This design comes from an exercise in tuning for small area on the open sky130 flow, not from production work. The RTL was checked by simulation tests, not by an equivalence proof against the original design.

## JK
Design arenaTop, start of the top module:
module arenaTop
(
    input  logic        clk,
    input  logic        rstN,
    input  logic        load,
    input  logic [74:0] update,
    output logic [23:0] pixel,
    output logic        hSync,
    output logic        vSync
);
For scale: about 1600 cells after synthesis, ~15000 sq um of cells after synthesis.
clock: 20.0 ns
lec_check: 0
abc_area: 1
cap_margin: 20
core_margin: 2
core_utilization: 40
cts_buf_list: sky130_fd_sc_hd__clkbuf_8
cts_cluster_diameter: 60
cts_cluster_size: 12
slew_margin: 20
run.sh (not shown) runs the stock make flow with config.mk's settings and CLKGATE_MAP_FILE= SYNTH_SCRIPT=/design/flow/synth_recipe.tcl, a recipe that flattens the netlist after the stock synthesis.
JK did not stop at any stage, and its layout met the timing, DRC and antenna checks.
Setup changes, JK to MS
==> flow/flow/run.sh (new file) <==
#!/bin/bash
# Own layout flow: the standard synthesis, then the logic between the
# flip-flops and adder cells mapped again by ABC for area (the registers and
# their cells stay as the standard synthesis made them), then the standard flow's
# standard layout from floorplan to finish. Each tool logs to its own file here.
set -euo pipefail

R=orfs/results/${FLOW_PLATFORM}/arenaTop/base
L=orfs/logs/${FLOW_PLATFORM}/arenaTop/base

# 1. standard synthesis
bash standard.sh synth > synth_standard.log 2>&1

# 2. area re-mapping of the combinational logic
cp "$R/1_2_yosys.v" 1_2_yosys_standard.v
LIB="$FLOW_HOME/platforms/$FLOW_PLATFORM/lib/sky130_fd_sc_hd__tt_025C_1v80.lib"
DONT_USE=$(grep -o -- "-dont_use [^ ]*" "$L/1_2_yosys.log" | sort -u | tr '\n' ' ')
sed -e "s|@LIB@|$LIB|g" -e "s|@DONT_USE@|$DONT_USE|g" -e "s|@TOP@|$FLOW_TOP|g" \
    -e "s|@IN@|1_2_yosys_standard.v|g" -e "s|@OUT@|1_2_yosys_area.v|g" \
    flow/reopt.ys > reopt.ys
yosys -s reopt.ys > reopt.log 2>&1
cp 1_2_yosys_area.v "$R/1_2_yosys.v"

# 3. standard layout from the re-mapped netlist (make redoes 1_synth from it)
bash standard.sh finish > layout.log 2>&1
==> flow/flow/reopt.ys (new file) <==
# Re-map the standard synthesis's combinational logic for area.
# Flip-flops, adder cells and tie cells are kept as they are; every other
# cell is flattened into its logic function and mapped again by ABC.
read_liberty -ignore_miss_func @LIB@
read_verilog @IN@
hierarchy -top @TOP@
setattr -mod -set keep_hierarchy 1 sky130_fd_sc_hd__*df* sky130_fd_sc_hd__*dl* sky130_fd_sc_hd__fa_* sky130_fd_sc_hd__ha_* sky130_fd_sc_hd__conb_*
flatten
techmap
opt -fast
select -module @TOP@
abc -liberty @LIB@ @DONT_USE@ -script "+strash; &get -n; &deepsyn -T 60; &dch; &nf -a -R 1000; &put; topo"
select -clear
blackbox =sky130_fd_sc_hd__*
splitnets
opt_clean -purge
hilomap -singleton -hicell sky130_fd_sc_hd__conb_1 HI -locell sky130_fd_sc_hd__conb_1 LO
insbuf -buf sky130_fd_sc_hd__buf_4 A X
rename -enumerate -pattern ar_%_
check -mapped
stat -liberty @LIB@
write_verilog -noattr -nohex -nodec @OUT@
==> flow/standard.sh (new file) <==
#!/bin/bash
# synth_recipe.tcl (not shown) runs the flow's synth.tcl, then flattens the netlist and writes it again
# the make line also repeats each setting of config.mk as NAME=value (left out here)
make -C /OpenROAD-flow-scripts/flow DESIGN_CONFIG=/design/flow/config.mk WORK_HOME=/design/flow/orfs CLKGATE_MAP_FILE= SYNTH_SCRIPT=/design/flow/synth_recipe.tcl "${@:-finish}"
removed: flow/run.sh
Results
Compared to JK, MS reaches a lower achievable clock.
JK → MS: critical path depth has decreased, setup slack has decreased, non-clock buffer count has increased.
Final cell area: MS below JK

========
== old ==
arenaTop, a different RTL version from the one above (not shown whole).
Size: roughly 1,400 cells after synthesis, ~100 I/O pins, ~14,000 um^2 of cells after synthesis.
export LEC_CHECK = 0
export ABC_AREA = 1
export CAP_MARGIN = 20
export CORE_MARGIN = 2
export CORE_UTILIZATION = 55
export CTS_BUF_LIST = sky130_fd_sc_hd__clkbuf_8
export CTS_CLUSTER_DIAMETER = 80
export CTS_CLUSTER_SIZE = 16
export SLEW_MARGIN = 20
create_clock -name core_clock -period 20.0 [get_ports {clk}]
standard.sh (not shown) runs the stock make flow with config.mk's settings and CLKGATE_MAP_FILE= SYNTH_SCRIPT=/design/flow/synth_recipe.tcl, a recipe that flattens the netlist after the stock synthesis.
==> flow/flow/run.sh <==
#!/bin/bash
# Own layout flow: the standard synthesis, then the logic between the
# flip-flops and adder cells mapped again by ABC for area (the registers and
# their cells stay as the standard synthesis made them), then the standard flow's
# standard layout from floorplan to finish. Each tool logs to its own file here.
set -euo pipefail

R=orfs/results/${FLOW_PLATFORM}/arenaTop/base
L=orfs/logs/${FLOW_PLATFORM}/arenaTop/base

# 1. standard synthesis
bash standard.sh synth > synth_standard.log 2>&1

# 2. area re-mapping of the combinational logic
cp "$R/1_2_yosys.v" 1_2_yosys_standard.v
LIB="$FLOW_HOME/platforms/$FLOW_PLATFORM/lib/sky130_fd_sc_hd__tt_025C_1v80.lib"
DONT_USE=$(grep -o -- "-dont_use [^ ]*" "$L/1_2_yosys.log" | sort -u | tr '\n' ' ')
sed -e "s|@LIB@|$LIB|g" -e "s|@DONT_USE@|$DONT_USE|g" -e "s|@TOP@|$FLOW_TOP|g" \
    -e "s|@IN@|1_2_yosys_standard.v|g" -e "s|@OUT@|1_2_yosys_area.v|g" \
    flow/reopt.ys > reopt.ys
yosys -s reopt.ys > reopt.log 2>&1
cp 1_2_yosys_area.v "$R/1_2_yosys.v"

# 3. standard layout from the re-mapped netlist (make redoes 1_synth from it)
bash standard.sh finish > layout.log 2>&1
==> flow/flow/reopt.ys <==
# Re-map the standard synthesis's combinational logic for area.
# Flip-flops, adder cells and tie cells are kept as they are; every other
# cell is flattened into its logic function and mapped again by ABC.
read_liberty -ignore_miss_func @LIB@
read_verilog @IN@
hierarchy -top @TOP@
setattr -mod -set keep_hierarchy 1 sky130_fd_sc_hd__*df* sky130_fd_sc_hd__*dl* sky130_fd_sc_hd__fa_* sky130_fd_sc_hd__ha_* sky130_fd_sc_hd__conb_*
flatten
techmap
opt -fast
select -module @TOP@
abc -liberty @LIB@ @DONT_USE@ -script "+strash; &get -n; &deepsyn -T 60; &dch; &nf -a -R 1000; &put; topo"
select -clear
blackbox =sky130_fd_sc_hd__*
splitnets
opt_clean -purge
hilomap -singleton -hicell sky130_fd_sc_hd__conb_1 HI -locell sky130_fd_sc_hd__conb_1 LO
insbuf -buf sky130_fd_sc_hd__buf_4 A X
rename -enumerate -pattern ar_%_
check -mapped
stat -liberty @LIB@
write_verilog -noattr -nohex -nodec @OUT@
The inputs of new differ from those of old as listed below.
- CORE_UTILIZATION changed from 55 to 40
- CTS_CLUSTER_SIZE changed from 16 to 12
- CTS_CLUSTER_DIAMETER changed from 80 to 60
==> flow/run.sh (new file) <==
#!/bin/bash
# synth_recipe.tcl (not shown) runs the flow's synth.tcl, then flattens the netlist and writes it again
# the make line also repeats each setting of config.mk as NAME=value (left out here)
make -C /OpenROAD-flow-scripts/flow DESIGN_CONFIG=/design/flow/config.mk WORK_HOME=/design/flow/orfs CLKGATE_MAP_FILE= SYNTH_SCRIPT=/design/flow/synth_recipe.tcl finish
removed: flow/flow/run.sh
removed: flow/flow/reopt.ys
removed: flow/standard.sh
==> summary.txt <==
old → new: wire length rose about 12%, routed length per placed instance fell about 12%, half-perimeter wire length after detailed placement rose 12%, multi-input gate share of total cell area fell 0.45 points. Layout clock buffer count ended up 9 higher on new than on old. Per the comparison of new with old, number of well taps now larger; buffering overhead fell by 0.81 points; number of placement rows rose by about 24%. Compare new and old | worst setup slack higher: new.

## what the ideal ports hide
In the flow no input, the clock included, has a driving cell. The finished layouts below were timed again as built, in two steps. Step 1, drivers: a clkbuf_16 drives clk and a buf_2 each remaining input, both assumed. Step 2, shift: input delay + t, output delay - t, t = (earliest + latest rising clock arrival at the registers) / 2. This alone moves slack from input paths to output paths. Three values: ideal, step 1, step 2; two values: the first two.
| run | t, ns | setup slack, ns | hold WS [ns] | worst register clock-pin slew, ns |
|---|---|---|---|---|
| JK | 0.653 | 5.494 / 5.493 / 4.840 | 0.420 / 0.420 / 0.420 | 0.09 / 0.09 |
| MS | 0.631 | 4.037 / 3.901 / 3.270 | 0.421 / 0.421 / 0.421 | 0.08 / 0.08 |
| old | 0.581 | 4.328 / 4.322 / 3.742 | 0.443 / 0.443 / 0.443 | 0.12 / 0.12 |
| new | 0.655 | 5.305 / 5.328 / 4.672 | 0.438 / 0.438 / 0.438 | 0.09 / 0.09 |
After both steps setup and hold are still met in every run listed. For MS, which loses most, drivers alone change the setup slack by -0.136 ns; drivers and shift together by -0.767 ns.
